Background: an optimization exercise with open tools, aiming at small area. Do not read the settings as production practice.
Only simulation tests tie the RTL to the original design; equivalence was not proved.
Power is estimated from default activity; no workload was simulated.

==> design/flow/design.v <==
`timescale 1ns / 1ps
`default_nettype none
package lrf_pkg;
    localparam int MAX_SIDE_DEF = 1024;
    localparam logic [7:0] CMD_COL_SET   = 8'h2A;
    localparam logic [7:0] CMD_ROW_SET   = 8'h2B;
    localparam logic [7:0] CMD_MEM_WRITE = 8'h2C;
    localparam int          PANEL_REG_W      = 11;
    localparam logic [10:0] PANEL_W_RESET    = 11'd240;
    localparam logic [10:0] PANEL_H_RESET    = 11'd320;
    localparam int          CFG_ADDR_W       = 3;
    localparam logic [0:0]  REG_PANEL_WIDTH  = 1'b0;
    localparam logic [0:0]  REG_PANEL_HEIGHT = 1'b1;
    localparam logic KIND_FILL = 1'b0;
    localparam logic KIND_TICK = 1'b1;
    typedef enum logic [1:0] {
        ST_BYTE     = 2'd0,
        ST_ACCEPTED = 2'd1,
        ST_REJECTED = 2'd2,
        ST_BUSY     = 2'd3
    } t_status;
    typedef enum logic [3:0] {
        PH_IDLE    = 4'd0,
        PH_COL_CMD = 4'd1,
        PH_COL_D0  = 4'd2,
        PH_COL_D1  = 4'd3,
        PH_COL_D2  = 4'd4,
        PH_COL_D3  = 4'd5,
        PH_ROW_CMD = 4'd6,
        PH_ROW_D0  = 4'd7,
        PH_ROW_D1  = 4'd8,
        PH_ROW_D2  = 4'd9,
        PH_ROW_D3  = 4'd10,
        PH_MEM_CMD = 4'd11,
        PH_PIXELS  = 4'd12
    } t_phase;
    typedef struct packed {
        logic [PANEL_REG_W-1:0] width;
        logic [PANEL_REG_W-1:0] height;
    } t_panel_cfg;
    typedef struct packed {
        logic               kind;
        logic signed [15:0] origin_col;
        logic signed [15:0] origin_row;
        logic signed [15:0] rect_width;
        logic signed [15:0] rect_height;
        logic [15:0]        fill_color;
    } t_req;
    typedef struct packed {
        t_status     status;
        logic [7:0]  spi_byte;
        logic        is_data;
        logic        release_select;
        logic        fill_done;
    } t_res;
endpackage
`default_nettype wire
`timescale 1ns / 1ps
`default_nettype none
module lrf_cfg_regs (
    input  wire logic                  i_clk,
    input  wire logic                  i_rst_n,
    input  wire logic                  psel,
    input  wire logic                  penable,
    input  wire logic                  pwrite,
    input  wire logic [lrf_pkg::CFG_ADDR_W-1:0] paddr,
    input  wire logic [31:0]           pwdata,
    output logic [31:0]                prdata,
    output logic                       pready,
    output lrf_pkg::t_panel_cfg        o_panel
);
    logic [lrf_pkg::PANEL_REG_W-1:0] r_panel_width;
    logic [lrf_pkg::PANEL_REG_W-1:0] r_panel_height;
    logic                   w_write;
    assign w_write = psel && penable && pwrite;
    assign pready  = 1'b1;
    always_ff @(posedge i_clk) begin
        if (!i_rst_n) begin
            r_panel_width  <= lrf_pkg::PANEL_W_RESET;
            r_panel_height <= lrf_pkg::PANEL_H_RESET;
        end else if (w_write) begin
            if (paddr[2]) r_panel_height <= pwdata[lrf_pkg::PANEL_REG_W-1:0];
            else          r_panel_width  <= pwdata[lrf_pkg::PANEL_REG_W-1:0];
        end
    end
    assign prdata = {21'd0, paddr[2] ? r_panel_height : r_panel_width};
    assign o_panel.width  = r_panel_width;
    assign o_panel.height = r_panel_height;
endmodule
`default_nettype wire
`timescale 1ns / 1ps
`default_nettype none
module lrf_clip (
    input  wire logic signed [15:0] i_origin,
    input  wire logic signed [15:0] i_size,
    output logic                    o_bad,      
    output logic [9:0]              o_start,    
    output logic [9:0]              o_size_m1   
);
    assign o_bad     = i_origin[15] || (i_origin[14:10] != 5'd0)
                       || i_size[15] || (i_size == 16'sd0);
    assign o_start   = i_origin[9:0];
    assign o_size_m1 = (i_size[14:10] != 5'd0) ? 10'h3FF : (i_size[9:0] - 10'd1);
endmodule
`default_nettype wire
`timescale 1ns / 1ps
`default_nettype none
module lrf_engine (
    input  wire logic               i_clk,
    input  wire logic               i_rst_n,
    input  lrf_pkg::t_panel_cfg     i_panel,
    input  wire logic               i_req_valid,
    output logic                    i_req_ready,
    input  wire logic               i_req_kind,
    input  wire logic signed [15:0] i_req_origin_col,
    input  wire logic signed [15:0] i_req_origin_row,
    input  wire logic signed [15:0] i_req_rect_width,
    input  wire logic signed [15:0] i_req_rect_height,
    input  wire logic [15:0]        i_req_fill_color,
    output logic                    o_res_valid,
    input  wire logic               o_res_ready,
    output logic [1:0]              o_res_status,
    output logic [7:0]              o_res_spi_byte,
    output logic                    o_res_is_data,
    output logic                    o_res_release_select,
    output logic                    o_res_fill_done
);
    localparam logic [3:0] PH_IDLE    = 4'd0;
    localparam logic [3:0] PH_COL_CMD = 4'd1;
    localparam logic [3:0] PH_COL_D0  = 4'd2;
    localparam logic [3:0] PH_COL_D1  = 4'd3;
    localparam logic [3:0] PH_COL_D2  = 4'd4;
    localparam logic [3:0] PH_COL_D3  = 4'd5;
    localparam logic [3:0] PH_ROW_CMD = 4'd6;
    localparam logic [3:0] PH_ROW_D0  = 4'd7;
    localparam logic [3:0] PH_ROW_D1  = 4'd8;
    localparam logic [3:0] PH_ROW_D2  = 4'd9;
    localparam logic [3:0] PH_ROW_D3  = 4'd10;
    localparam logic [3:0] PH_MEM_CMD = 4'd11;
    localparam logic [3:0] PH_PIX_HI  = 4'd12;   
    localparam logic [3:0] PH_PIX_LO  = 4'd13;
    localparam logic [3:0] PH_PIX_HI1 = 4'd14;   
    logic [1:0]  r_item;
    logic        r_in_valid;
    logic        w_advance;
    logic [9:0]  r_x;          
    logic [9:0]  r_y;          
    logic [9:0]  r_cw;         
    logic [9:0]  r_ch;         
    logic [15:0] r_color;
    logic [3:0]  r_phase;
    logic [3:0]  n_phase;
    logic        r_out_valid;
    logic        n_out_valid;
    logic [1:0]  r_status;
    logic [1:0]  n_status;
    logic [7:0]  r_byte;
    logic [7:0]  n_byte;
    logic        w_bad_c, w_bad_r;
    logic [9:0]  w_x_in, w_y_in, w_cw_in, w_ch_in;
    lrf_clip u_clip_col (
        .i_origin (i_req_origin_col), .i_size (i_req_rect_width),
        .o_bad (w_bad_c), .o_start (w_x_in), .o_size_m1 (w_cw_in)
    );
    lrf_clip u_clip_row (
        .i_origin (i_req_origin_row), .i_size (i_req_rect_height),
        .o_bad (w_bad_r), .o_start (w_y_in), .o_size_m1 (w_ch_in)
    );
    logic [10:0] w_pw, w_ph;
    assign w_pw = {i_panel.width[10],  i_panel.width[9:0]  & {10{~i_panel.width[10]}}};
    assign w_ph = {i_panel.height[10], i_panel.height[9:0] & {10{~i_panel.height[10]}}};
    logic        w_idle, w_pix_lo, w_mem, w_end, w_single, w_xz;
    logic [10:0] w_bx, w_by, w_sx, w_sy;
    logic [9:0]  w_ax, w_ay;
    logic        w_cx, w_cy;
    assign w_idle   = (r_phase == PH_IDLE);
    assign w_pix_lo = (r_phase == PH_PIX_LO);
    assign w_mem    = (r_phase == PH_MEM_CMD);
    assign w_end    = (r_phase == PH_COL_D2) || (r_phase == PH_COL_D3)
                      || (r_phase == PH_ROW_D2) || (r_phase == PH_ROW_D3);
    assign w_single = (r_cw == 10'd0) && (r_ch == 10'd0);
    assign w_xz     = (r_x == 10'd0);
    always_comb begin
        w_ax = w_mem ? 10'd0 : r_x;
        w_ay = w_mem ? 10'd0 : r_y;
        if (w_idle) begin
            w_bx = ~w_pw; w_by = ~w_ph; w_cx = 1'b1; w_cy = 1'b1;
        end else if (w_pix_lo) begin
            w_bx = w_xz ? {1'b0, r_cw} : 11'h7FF; w_by = 11'h7FF; w_cx = 1'b0; w_cy = 1'b0;
        end else if (w_end || w_mem) begin
            w_bx = {1'b0, r_cw}; w_by = {1'b0, r_ch};
            w_cx = w_single && !w_mem; w_cy = w_single && !w_mem;
        end else begin
            w_bx = 11'd0; w_by = 11'd0; w_cx = 1'b0; w_cy = 1'b0;
        end
    end
    logic [11:0] w_tx, w_ty;
    assign w_tx = {1'b0, w_ax, w_cx} + {w_bx, w_cx};
    assign w_ty = {1'b0, w_ay, w_cy} + {w_by, w_cy};
    assign w_sx = w_tx[11:1];
    assign w_sy = w_ty[11:1];
    logic        w_reject;
    logic [9:0]  w_room_x, w_room_y;
    assign w_reject = r_item[0] || !w_sx[10] || !w_sy[10];
    assign w_room_x = ~w_sx[9:0];
    assign w_room_y = ~w_sy[9:0];
    assign r_in_valid  = r_item != 2'b00;
    assign w_advance   = r_in_valid && (!r_out_valid || o_res_ready);
    assign i_req_ready = !r_in_valid || w_advance;
    logic w_accept;
    logic w_ld_cnt;      
    always_comb begin
        n_phase     = r_phase;
        n_out_valid = 1'b0;
        n_status    = 2'd0;
        n_byte      = 8'h00;
        w_accept    = 1'b0;
        w_ld_cnt    = 1'b0;
        if (r_item[1]) begin
            n_out_valid = 1'b1;
            if (!w_idle) begin
                n_status = 2'd3;
            end else if (w_reject) begin
                n_status = 2'd2;
            end else begin
                n_status = 2'd1;
                n_phase  = PH_COL_CMD;
                w_accept = 1'b1;
            end
        end else if (!w_idle) begin
            n_out_valid = 1'b1;
            n_phase     = r_phase + 4'd1;
            case (r_phase)
                PH_COL_CMD: n_byte = 8'h2A;
                PH_COL_D0, PH_COL_D2: n_byte = {5'd0, w_sx[10:8]};
                PH_COL_D1, PH_COL_D3: n_byte = w_sx[7:0];
                PH_ROW_CMD: n_byte = 8'h2B;
                PH_ROW_D0, PH_ROW_D2: n_byte = {5'd0, w_sy[10:8]};
                PH_ROW_D1, PH_ROW_D3: n_byte = w_sy[7:0];
                PH_MEM_CMD: begin
                    n_byte   = 8'h2C;
                    n_phase  = PH_PIX_HI1;
                    w_ld_cnt = 1'b1;
                end
                PH_PIX_HI, PH_PIX_HI1: begin
                    n_byte  = r_color[15:8];
                    n_phase = PH_PIX_LO;
                end
                default: begin
                    n_byte   = r_color[7:0];
                    w_ld_cnt = 1'b1;
                    if (!w_xz || !w_sy[10]) begin
                        n_phase = PH_PIX_HI;
                    end else begin
                        n_phase = PH_IDLE;
                    end
                end
            endcase
        end
    end
    logic w_run_next;
    assign w_run_next = w_advance ? (n_phase != PH_IDLE) : !w_idle;
    always_ff @(posedge i_clk) begin
        if (!i_rst_n) begin
            r_item      <= 2'b00;
            r_phase     <= PH_IDLE;
            r_out_valid <= 1'b0;
        end else begin
            if (i_req_ready) r_item <= !i_req_valid ? 2'b00 :
                                       i_req_kind ? 2'b01 : {1'b1, w_bad_c || w_bad_r};
            if (w_advance) begin
                r_phase     <= n_phase;
                r_out_valid <= n_out_valid;
            end else if (o_res_ready) begin
                r_out_valid <= 1'b0;
            end
        end
    end
    always_ff @(posedge i_clk) begin
        if (w_advance) begin
            r_status <= n_status;
            r_byte   <= n_byte;
        end
        if (i_req_ready && !w_run_next) begin
            r_x     <= w_x_in;
            r_y     <= w_y_in;
            r_cw    <= w_cw_in;
            r_ch    <= w_ch_in;
            r_color <= i_req_fill_color;
        end else if (w_advance) begin
            if (w_accept) begin
                if (r_cw > w_room_x) r_cw <= w_room_x;
                if (r_ch > w_room_y) r_ch <= w_room_y;
            end
            if (w_ld_cnt) begin
                r_x <= w_sx[9:0];
                if (w_mem || w_xz) r_y <= w_sy[9:0];
            end
        end
    end
    logic w_byte, w_cmd, w_last;
    assign w_byte = (r_status == 2'd0);
    assign w_cmd  = (r_phase == PH_COL_D0) || (r_phase == PH_ROW_D0) || (r_phase == PH_PIX_HI1);
    assign w_last = w_idle;
    assign o_res_valid          = r_out_valid;
    assign o_res_status         = r_status;
    assign o_res_spi_byte       = r_byte;
    assign o_res_is_data        = w_byte && !w_cmd;
    assign o_res_release_select = w_byte && (w_cmd || w_last);
    assign o_res_fill_done      = w_byte && w_last;
endmodule
`default_nettype wire
`timescale 1ns / 1ps
`default_nettype none
module lcd_rect_fill_streamer_top (
    input  wire logic                  i_clk,
    input  wire logic                  i_rst_n,
    input  wire logic                  i_req_valid,
    output logic                       i_req_ready,
    input  wire logic                  i_req_kind,
    input  wire logic signed [15:0]    i_req_origin_col,
    input  wire logic signed [15:0]    i_req_origin_row,
    input  wire logic signed [15:0]    i_req_rect_width,
    input  wire logic signed [15:0]    i_req_rect_height,
    input  wire logic [15:0]           i_req_fill_color,
    output logic                       o_res_valid,
    input  wire logic                  o_res_ready,
    output logic [1:0]                 o_res_status,
    output logic [7:0]                 o_res_spi_byte,
    output logic                       o_res_is_data,
    output logic                       o_res_release_select,
    output logic                       o_res_fill_done,
    input  wire logic                  psel,
    input  wire logic                  penable,
    input  wire logic                  pwrite,
    input  wire logic [lrf_pkg::CFG_ADDR_W-1:0] paddr,
    input  wire logic [31:0]           pwdata,
    output logic [31:0]                prdata,
    output logic                       pready
);
    lrf_pkg::t_panel_cfg w_panel;
    lrf_cfg_regs u_cfg (
        .i_clk   (i_clk),
        .i_rst_n (i_rst_n),
        .psel    (psel),
        .penable (penable),
        .pwrite  (pwrite),
        .paddr   (paddr),
        .pwdata  (pwdata),
        .prdata  (prdata),
        .pready  (pready),
        .o_panel (w_panel)
    );
    lrf_engine u_engine (
        .i_clk                (i_clk),
        .i_rst_n              (i_rst_n),
        .i_panel              (w_panel),
        .i_req_valid          (i_req_valid),
        .i_req_ready          (i_req_ready),
        .i_req_kind           (i_req_kind),
        .i_req_origin_col     (i_req_origin_col),
        .i_req_origin_row     (i_req_origin_row),
        .i_req_rect_width     (i_req_rect_width),
        .i_req_rect_height    (i_req_rect_height),
        .i_req_fill_color     (i_req_fill_color),
        .o_res_valid          (o_res_valid),
        .o_res_ready          (o_res_ready),
        .o_res_status         (o_res_status),
        .o_res_spi_byte       (o_res_spi_byte),
        .o_res_is_data        (o_res_is_data),
        .o_res_release_select (o_res_release_select),
        .o_res_fill_done      (o_res_fill_done)
    );
endmodule
`default_nettype wire
==> design/flow/flow/run.sh <==
#!/bin/bash
# Layout flow: the standard synthesis, then the same synthesis with an area-oriented
# ABC script; its netlist is used if its registers match the standard one exactly (names
# and cell types). Then the standard ORFS layout, with port buffers of the smallest cell.
set -uo pipefail
HERE=$PWD
RES=$HERE/orfs/results/$FLOW_PLATFORM/lcd_rect_fill_streamer_top/base

bash standard.sh synth > std_synth.log 2>&1 || exit 1
cp $RES/1_2_yosys.v std_1_2_yosys.v

export MY_ABC_SCRIPT=$HERE/flow/area.abc
make -C $FLOW_HOME DESIGN_CONFIG=$HERE/config.mk WORK_HOME=$HERE/area_orfs CLKGATE_MAP_FILE= \
  SYNTH_SCRIPT=$HERE/flow/my_synth.tcl synth > area_synth.log 2>&1
AREA_NET=$HERE/area_orfs/results/$FLOW_PLATFORM/lcd_rect_fill_streamer_top/base/1_2_yosys.v

if [[ -s $AREA_NET ]]; then
  python3 flow/regs.py std_1_2_yosys.v > regs_std.txt
  python3 flow/regs.py $AREA_NET > regs_area.txt
  if [[ -s regs_std.txt ]] && cmp -s regs_std.txt regs_area.txt; then
    echo "using area netlist" > choice.log
    cp $AREA_NET $RES/1_2_yosys.v
    rm -f $RES/1_synth.odb $RES/1_synth.sdc
  else
    echo "registers differ; using standard netlist" > choice.log
  fi
else
  echo "area synthesis failed; using standard netlist" > choice.log
fi

export BUFFER_PORTS_ARGS="-buffer_cell sky130_fd_sc_hd__buf_1"
# One tie cell per constant instead of one per constant output port.
export SKIP_REPAIR_TIE_FANOUT=1
# Clock tree from a few mid-size buffers over large sink clusters, without dummy loads.
export CTS_ARGS="-sink_clustering_enable -repair_clock_nets -buf_list sky130_fd_sc_hd__clkbuf_8 -root_buf sky130_fd_sc_hd__clkbuf_8 -sink_clustering_size 25 -sink_clustering_max_diameter 100 -dont_use_dummy_load"
bash standard.sh finish > standard_flow.log 2>&1
==> design/flow/flow/area.abc <==
strash
&get -n
&deepsyn -T 30
&put
&get -n
&dch -f
&nf -a -R 1000 -F 10 -A 10 -C 32 -E 20
&put
==> design/flow/flow/my_synth.tcl <==
# The standard synthesis (synth_recipe.tcl), with the ABC mapping step run on an
# area-oriented script instead of ORFS's speed script, and adders mapped by ABC too. Everything before and after the
# combinational mapping, and so every register, is the same as the standard synthesis.
proc synth {args} { yosys synth -nofsm -noshare {*}$args }
proc abc {args} {
  set i [lsearch $args -script]
  if {$i >= 0} {
    lset args [expr {$i+1}] $::env(MY_ABC_SCRIPT)
  }
  puts "area abc: $args"
  yosys abc {*}$args
}
# Adders are left to ABC as plain logic: no half/full adder cells, no Kogge-Stone carry map.
set ::env(ADDER_MAP_FILE) ""
set ::env(SYNTH_OPERATIONS_ARGS) " "
source $::env(SCRIPTS_DIR)/synth.tcl
# left out here: clear keep_hierarchy, flatten, clean up, hide names made inside functions, write 1_2_yosys.v
==> design/flow/flow/regs.py <==
# Print "celltype-without-drive instance" for every flip-flop in a Yosys netlist.
import re, sys
txt = open(sys.argv[1]).read()
out = []
for m in re.finditer(r'^\s*(sky130_fd_sc_hd__(\w+?)_\d+)\s+(\S+)\s*\(', txt, re.M):
    base = m.group(2)
    if re.match(r'(e?dfx|dfr|dfs|dfb|sdf|edfx|dlx|dlr)', base):
        out.append(base + ' ' + m.group(3))
for line in sorted(out):
    print(line)
==> design/flow/standard.sh <==
#!/bin/bash
# synth_recipe.tcl (not shown) runs the flow's synth.tcl, then flattens the netlist and writes it again
# the make line also repeats each setting of config.mk as NAME=value (left out here)
make -C /OpenROAD-flow-scripts/flow DESIGN_CONFIG=/design/flow/config.mk WORK_HOME=/design/flow/orfs CLKGATE_MAP_FILE= SYNTH_SCRIPT=/design/flow/synth_recipe.tcl "${@:-finish}"
==> design/flow/config.mk <==
export PLATFORM = sky130hd
export DESIGN_NAME = lcd_rect_fill_streamer_top
export DESIGN_NICKNAME = lcd_rect_fill_streamer_top
export VERILOG_FILES = /design/flow/design.v
export SDC_FILE = /design/flow/constraint.sdc
export NUM_CORES = 4
export LEC_CHECK = 0
export CAP_MARGIN = 20
export CORE_MARGIN = 2
export CORE_UTILIZATION = 60
export PLACE_DENSITY = 0.8
export SLEW_MARGIN = 20
==> design/flow/constraint.sdc <==
create_clock -name core_clock -period 10.0 [get_ports {i_clk}]
set_input_delay 2.0000 -clock core_clock [delete_from_list [all_inputs] [get_ports {i_clk}]]
set_output_delay 2.0000 -clock core_clock [all_outputs]
set_load 0.01 [all_outputs]
==> impl_results.md, run 1 <==
* Outcome: finished clean
* Number of routed nets with antenna violations at 0
* Setup ws final at 0.906 ns
* CTS tree: yes
* Fmax at 0.110 GHz
* Total of max-cap violations at 0
* H-tree levels at 3
* Vias in the first global route at 4874
* Crit path max fanout at 19
* Final wirelength at 15000 um
* Drc violations at 0
* Startpoint Class: flop
* DRT Pass-1 Iters at 5
* Dpl hpwl at 11300 um
* Initial antenna violation count at 0
* P_int at 0.00104 W
* RSZ-0062 raised after global routing: no
* Clock root buffer: clkbuf_8
* GP Congestion at 0.935
* Fraction of layout cells with a size suffix above 1 at 0.0414
* Post-route minimum period at 9.09 ns
* Leak at 2.13 nW
* Antenna Diode Count at 0
* Slowest cell on the critical path: or4_1
* Final count of pins violating max slew at 0
* Syn nets at 699
* Synthesized area at 5550 sq um
* P_sw at 0.000841 W
* Fin crit share at 0.909
* Via count at 5115
* Num ports at 171
* Via density at 6.30
* Max incr delay on CP at 0.50 ns
* TritonCTS Sinks at 95
* Drt wl/cell at 18.5 um
* Synth Area per Inst at 9.64 sq um
* Core area at 9110 sq um
* Clk buf depth at 2
* Crit Path Category: reg2reg
* Worst-skew pair later-pin latency at 0.37 ns
* Clk pwr share at 0.107
* Sequential share of power at 0.359
* Initial Util at 0.609
* Worst hold path class: reg2reg
* Final hold violation count at 0
* Grt ovf at 0
* TritonCTS buffer count at 9
* Synth warnings at 2
* Worst EP required at 10.08 ns
* Die Ht at 100 um
* Worst IR Drop VDD at 0.119 mV
* Crit path top cell by count: a21oi_1
* DIE AREA at 10000 sq um
* Num rows at 35
* GRT Util Overall at 0.302
* First-pass GRT wire length at 23800 um
* Final design utilization at 0.685
* Crit path max-delay family: compound AO/OA/AOI/OAI gates
* Clk_skew at 0.0375 ns
* Die X at 100 um
* Drt initial violations at 367
* Slew HR at 0.412
* CTS Hold Bufs at 0
* Layout area overhead at 12.5%
* Switch share at 0.446
* Syn Inst Count at 576
* Slew at the pin closest to its max-slew limit at 0.878 ns
* Power Dens Cells at 302 nW/um^2
* Final net count at 826
* Setup violators final at 0
* Worst slack, placed at 0.563 ns
* I/O Buffers at 125
* Combinational power share at 0.534
* Post-CTS Setup Inserts at 0
* Largest net degree at the start of global routing at 23
* Worst-path clk slew at 0.08 ns
* CP Capture Type: flop
* Final setup TNS at 0 ns
* Crit path DAT at 9.17 ns
* Filler cell count at 747
* Buf/Inv on CP at 4
* Post_cts resized at 0
[path summary, 6_finish.rpt]
| path | start | to | slack, ns | depth (start not counted) |
|---|---|---|---|---|
| min reg2reg | u_cfg.r_panel_width[3] | u_cfg.r_panel_width[3] | 0.52 | 1 |
| min | u_cfg.r_panel_width[3] | u_cfg.r_panel_width[3] | 0.52 | 1 |
| max | u_engine.r_cw[5] | u_engine.r_cw[7] | 0.91 | 49 |
| max reg2reg | u_engine.r_cw[5] | u_engine.r_cw[7] | 0.91 | 49 |
[metal layers]
layer  global-route usage  part of all wire  routed length (um)
met5                    0                 0                   0
met4                0.133             0.031                 471
met3               0.0564             0.097                1460
met2                0.489              0.46                6960
met1                0.398              0.41                6140
[placed cells by master (no fill, tap or decap), drive strengths merged, types with 2 or more instances in the layout]
cell type	n
nand2	48
nor2b	16
nand3	5
a31oi	9
nand4	3
o21ai	26
xor2	14
conb	2
o21a	5
nor2	68
clkbuf	9
and3	4
nor4	12
a211oi	12
xnor2	21
nor3b	3
a22oi	3
a21oi	49
or3	3
mux2	13
edfxtp	66
a221o	3
and2	8
or4	3
o221ai	2
a221oi	3
maj3	19
buf	138
dfxtp	29
a21o	19
clkinv	13
a22o	17
nor3	20
a222oi	3
nand2b	5
o31ai	4
o22a	6
a21boi	10
[flip-flops by register name (all words and copies together), names as in the netlist, 2 cells and up]
register,count
u_engine.r_byte,8
u_engine.r_y,10
u_cfg.r_panel_height,11
u_engine.r_status,2
u_engine.r_color,16
u_engine.r_cw,10
u_engine.r_ch,10
u_engine.r_x,10
u_cfg.r_panel_width,11
u_engine.r_item,2
u_engine.r_phase,4
[layout make-up]
| cell class | count | area [sq um] | share of cell area |
|---|---|---|---|
| timing repair buffer | 138 | 571 | 0.0914 |
| clock buffer | 9 | 124 | 0.0198 |
| tap | 111 | 139 | 0.0222 |
| sequential | 95 | 2570 | 0.411 |
| multi-input combinational | 446 | 2790 | 0.448 |
| inverter | 13 | 48.8 | 0.00782 |
[power by group through the flow]
stage	clock network [W]	registers (W)	logic, W
6_report	0.000201	0.000678	0.00101
4_1_cts	0.000202	0.000672	0.000974
2_1_floorplan	0	0.000652	0.000698
5_1_grt	0.000216	0.000688	0.00110
3_5_place_dp	0	0.000680	0.000960
3_3_place_gp	0	0.000675	0.000935
[per-stage QoR]
step	area [sq um]	power [W]	hold slack, ns	cells
floorplan	5560	0.00135	0.452	576
global placement	6100	0.00161	0.477	803
detailed placement	6100	0.00164	0.482	803
CTS	6220	0.00185	0.508	812
global route	6240	0.00200	0.532	812
finish	6240	0.00188	0.517	812
==> inputs of run 2 (changes only) <==
--- a/design/flow/config.mk
+++ b/design/flow/config.mk
@@ -10,3 +10,3 @@
 export CORE_UTILIZATION = 60
-export PLACE_DENSITY = 0.8
+export PLACE_DENSITY = 0.92
 export SLEW_MARGIN = 20
==> impl_results.md, run 2 <==
* Startpoint Class: flop
* Final net count at 823
* Busiest layer in global routing: met2
* Worst-skew pair later-pin latency at 0.37 ns
* I/O Buffers at 125
* GP Congestion at 0.948
* Final hold violation count at 0
* Die X at 100 um
* Slew at the pin closest to its max-slew limit at 0.885 ns
* Dpl hpwl at 11700 um
* Fraction of layout cells with a size suffix above 1 at 0.0358
* Hold WS at 0.519 ns
* Drt wl/cell at 18.8 um
* Non-filler cells, final at 809
* Via density at 6.37
* Placed cells at 800
* Final wirelength at 15200 um
* Crit Path Category: reg2reg
* DRT Pass-1 Iters at 6
* Number of routed nets with antenna violations at 0
* Grt ovf at 0
* Fin crit share at 0.925
* Top flop regs: u_engine.r_color (16), u_cfg.r_panel_height (11), u_cfg.r_panel_width (11)
* Post_cts resized at 0
* GRT Util Overall at 0.309
* Slew HR at 0.407
* Antenna Diode Count at 0
* Buf/Inv on CP at 4
* Slowest cell on the critical path: or4_1
* Most common cell after layout, fill and taps aside: buf_1
* Clk_skew at 0.0265 ns
* TritonCTS buffer count at 9
* Leak at 2.12 nW
* Top reg by flops: u_engine.r_color
* CTS tree: yes
* Total of max-cap violations at 0
* Final count of pins violating max slew at 0
* First-pass GRT wire length at 24000 um
* Most frequent cells in the layout: buf_1, nor2_1, edfxtp_1
* Die Ht at 100 um
* Worst hold path class: reg2reg
* Power Dens Cells at 303 nW/um^2
* Worst EP required at 10.05 ns
* Synth warnings at 2
* Met1 usage at 0.392
* Outcome: finished clean
* Syn nets at 699
* M3 GR Usage at 0.0641
* Worst IR Drop VDD at 0.154 mV
* Via count at 5153
* Final setup TNS at 0 ns
* Worst-path clk slew at 0.09 ns
* Layout area overhead at 12.2%
* Synthesized area at 5550 sq um
* Clk buf depth at 2
* H-tree levels at 3
* Clock root buffer: clkbuf_8
* Initial antenna violation count at 0
* Fmax at 0.108 GHz
* Vias in the first global route at 4978
* Crit path DAT at 9.30 ns
* Post-route minimum period at 9.25 ns
* Crit path max fanout at 10
* Setup violators final at 0
* Drc violations at 0
* Total power after layout at 0.00189 W
* CTS Hold Bufs at 0
* DIE AREA at 10000 sq um
* Grt met2 use at 0.510
* Crit path max-delay family: compound AO/OA/AOI/OAI gates
* RSZ-0062 raised after global routing: no
* CP Capture Type: flop
* Largest net degree at the start of global routing at 37
* Core area at 9110 sq um
* Max reg flops at 16
* Syn Inst Count at 576
* Initial Util at 0.609
* Num ports at 171
* Max incr delay on CP at 0.50 ns
* Post-CTS Setup Inserts at 0
* Synth Area per Inst at 9.64 sq um
* Num rows at 35
* TritonCTS Sinks at 95
* Drt initial violations at 418
* Crit path top cell by count: a21oi_1
==> run 2: layout make-up <==
class	count	area (sq um)
fill	724	2880
multi-input combinational	446	2800
sequential	95	2560
timing repair buffer	135	552
tap	111	139
clock buffer	9	124
inverter	13	48.8
==> run 2: metrics by stage <==
step | utilization | setup WS [ns] | cell area (sq um)
2_1_floorplan | - | 0.123 | 5560
3_3_place_gp | 0.667 | 0.898 | 6080
3_5_place_dp | 0.667 | 0.338 | 6080
4_1_cts | 0.681 | 0.207 | 6200
5_1_grt | 0.684 | 0.00737 | 6230
6_report | 0.684 | 0.752 | 6230
==> run 2: path summary, 6_finish.rpt <==
| kind | start | to | slack (ns) | cells past startpoint |
|---|---|---|---|---|
| setup reg to reg | u_engine.r_cw[5] | u_engine.r_y[0] | 0.75 | 49 |
| hold reg to reg | u_cfg.r_panel_width[9] | u_cfg.r_panel_width[9] | 0.52 | 1 |
| hold / removal | u_cfg.r_panel_width[9] | u_cfg.r_panel_width[9] | 0.52 | 1 |
| setup / recovery | u_engine.r_cw[5] | u_engine.r_y[0] | 0.75 | 49 |
==> run 2: metal layers <==
metal | routed length (um) | part of all wire | up-vias
met5 | 0 | 0 | -
met4 | 661 | 0.043 | 0
met3 | 1450 | 0.095 | 54
met2 | 7300 | 0.48 | 308
met1 | 5790 | 0.38 | 2403
li1 | - | - | 2388
==> run 2: power breakdown <==
group          internal, W  switching (W)  total, W
registers         0.000588      0.0000967  0.000685
logic             0.000372       0.000631   0.00100
clock network    0.0000809       0.000118  0.000199
==> inputs of run 3 (changes only) <==
--- a/design/flow/config.mk
+++ b/design/flow/config.mk
@@ -10,3 +10,2 @@
 export CORE_UTILIZATION = 60
-export PLACE_DENSITY = 0.92
 export SLEW_MARGIN = 20
==> impl_results.md, run 3 <==
* Outcome: finished clean
* Leak at 2.08 nW
* Post-CTS Setup Inserts at 0
* Final net count at 786
* Min-Delay Endpoint: u_cfg.r_panel_width[4]
* Antenna Diode Count at 0
* Slowest cell on the critical path: dfxtp_1
* Worst-path clk slew at 0.09 ns
* Crit path DAT at 8.97 ns
* Number of routed nets with antenna violations at 0
* DRT Pass-1 Iters at 5
* RR Endpoint: u_engine.r_x[6]
* Max reg flops at 16
* Slew at the pin closest to its max-slew limit at 0.985 ns
* Worst slack, placed at 1.24 ns
* Largest net degree at the start of global routing at 22
* CTS Hold Bufs at 0
* Die X at 100 um
* Combinational power share at 0.462
* Clock root buffer: clkbuf_8
* First-pass GRT wire length at 22400 um
* Fmax at 0.111 GHz
* I/O Buffers at 125
* Register-to-Register Path Depth at 30
* Crit path top cell by count: maj3_1
* Crit path max fanout at 21
* Drt wl/cell at 18.7 um
* Syn Inst Count at 540
* Final count of pins violating max slew at 0
* CTS tree: yes
* Final hold violation count at 0
* Slew HR at 0.337
* Sequential share of power at 0.407
* Hold_sp: u_cfg.r_panel_width[4]
* Post-route minimum period at 8.98 ns
* Worst EP required at 9.99 ns
* Die Ht at 100 um
* Max incr delay on CP at 0.61 ns
* Layout area overhead at 11.6%
* Final design utilization at 0.680
* Power Dens Cells at 249 nW/um^2
* Hold WS at 0.489 ns
* Drt initial violations at 329
* Setup violators final at 0
* Initial Util at 0.609
* CP Capture Type: flop
* Dpl hpwl at 11300 um
* Top flop regs: u_engine.r_color (16), u_cfg.r_panel_height (11), u_cfg.r_panel_width (11)
* GP Congestion at 0.916
* Switch share at 0.403
* Core area at 9110 sq um
* Most frequent cells in the layout: buf_1, edfxtp_1, nand2_1
* Startpoint Class: flop
* Synth warnings at 2
* Reg2Reg Setup Slack at 1.02 ns
* P_sw at 0.000620 W
* P_int at 0.000920 W
* Via density at 6.24
* Clk pwr share at 0.130
* Synth Area per Inst at 10.3 sq um
* Top reg by flops: u_engine.r_color
* Fin crit share at 0.898
* Post-route cell area at 6190 sq um
* Initial antenna violation count at 0
* Clk buf depth at 2
* Synthesized area at 5550 sq um
* Fraction of layout cells with a size suffix above 1 at 0.0287
* DIE AREA at 10000 sq um
* Grt ovf at 0
* H-tree levels at 3
* Num ports at 171
* Worst hold path class: reg2reg
* Total of max-cap violations at 0
* Via count at 4819
* Setup ws final at 1.02 ns
* Clk_skew at 0.0324 ns
* Num rows at 35
* Worst Hold Path Cells at 1
* TritonCTS buffer count at 9
* Crit Path Category: reg2reg
* GRT Util Overall at 0.291
* Most common cell after layout, fill and taps aside: buf_1
* Worst-skew pair later-pin latency at 0.37 ns
* RSZ-0062 raised after global routing: no
* Worst IR Drop VDD at 0.116 mV
* Final setup TNS at 0 ns
* TritonCTS Sinks at 95
* Syn nets at 663
* Placed cell areas at 6070 sq um
* Final wirelength at 14400 um
* Worst setup path startpoint: u_engine.r_phase[2]
* Reg-to-Reg Start: u_engine.r_phase[2]
* Vias in the first global route at 4400
* Post_cts resized at 0
* Drc violations at 0
[run 3: how the worst max path moves through the flow]
stage                            end  slack, ns  cells after the start
floorplan           u_engine.r_ch[0]       0.69                     30
global placement    u_engine.r_cw[3]       1.44                     35
detailed placement   u_engine.r_x[0]       1.24                     30
CTS                  u_engine.r_x[6]       1.15                     30
global route         u_engine.r_x[6]       0.37                     30
finish               u_engine.r_x[6]       1.02                     30
[run 3: routing by layer]
metal,track usage,up-vias,part of all wire
met5,0,-,0
met1,0.404,2286,0.43
met4,0.0832,0,0.018
li1,-,2287,-
met2,0.475,223,0.47
met3,0.0460,23,0.078
[run 3: critical path: cells and delay by family (launching register included)]
family                   cells  cell delay [ns]
AO/OA/AOI/OAI               10             2.57
XOR/XNOR                     2             0.48
adder cells (fa/ha/maj)      7             2.78
buffers and inverters        3             0.61
flip-flops                   1             0.61
AND/OR/NAND/NOR              8             1.56
[run 3: power by group through the flow]
| stage | logic [W] | clock network [W] | registers (W) |
|---|---|---|---|
| finish | 0.000712 | 0.000201 | 0.000627 |
| global route | 0.000773 | 0.000218 | 0.000634 |
| CTS | 0.000705 | 0.000203 | 0.000623 |
| detailed placement | 0.000699 | 0 | 0.000632 |
| global placement | 0.000681 | 0 | 0.000629 |
| floorplan | 0.000512 | 0 | 0.000612 |
[run 3: metrics by stage]
step           std cells  power, W
2_1_floorplan        540   0.00112
3_3_place_gp         763   0.00131
3_5_place_dp         763   0.00133
4_1_cts              772   0.00153
5_1_grt              772   0.00162
6_report             772   0.00154
[run 3: cell type report]
cell class	instances	area (sq um)
clock buffers	9	124
well taps	111	139
inverters	11	41.3
multi-input cells	412	2790
flip-flops and latches	95	2560
fillers	746	2920
repair buffers	134	537

## afterwards: timing with drivers on the ports
The results above use ideal ports. As a check the final layouts listed here were re-extracted and re-timed, cells and wires unchanged. Step 1, drivers: a clkbuf_16 drives i_clk and a buf_2 each remaining input, both assumed. Step 2 moves the port delays by t, midway between the first and last clock arrival at a register: inputs arrive t later, outputs are due t later. That takes back most of the time a late clock gives input paths. a / b / c = no drivers / after step 1 / after step 2; a / b = the first two.
| run | shift t [ns] | slack for setup (ns) | worst setup path after step 2 | slew at the worst register clock pin (ns) | cell pins on the clock port's net |
|---|---|---|---|---|---|
| run 1 | 0.387 | 0.906 / 0.906 / 0.906 | register to register | 0.10 / 0.10 | 1 |
| run 2 | 0.391 | 0.752 / 0.752 / 0.752 | register to register | 0.10 / 0.10 | 1 |
| run 3 | 0.384 | 1.019 / 1.019 / 1.019 | register to register | 0.10 / 0.10 | 1 |
After both steps setup and hold are still met in every run listed.
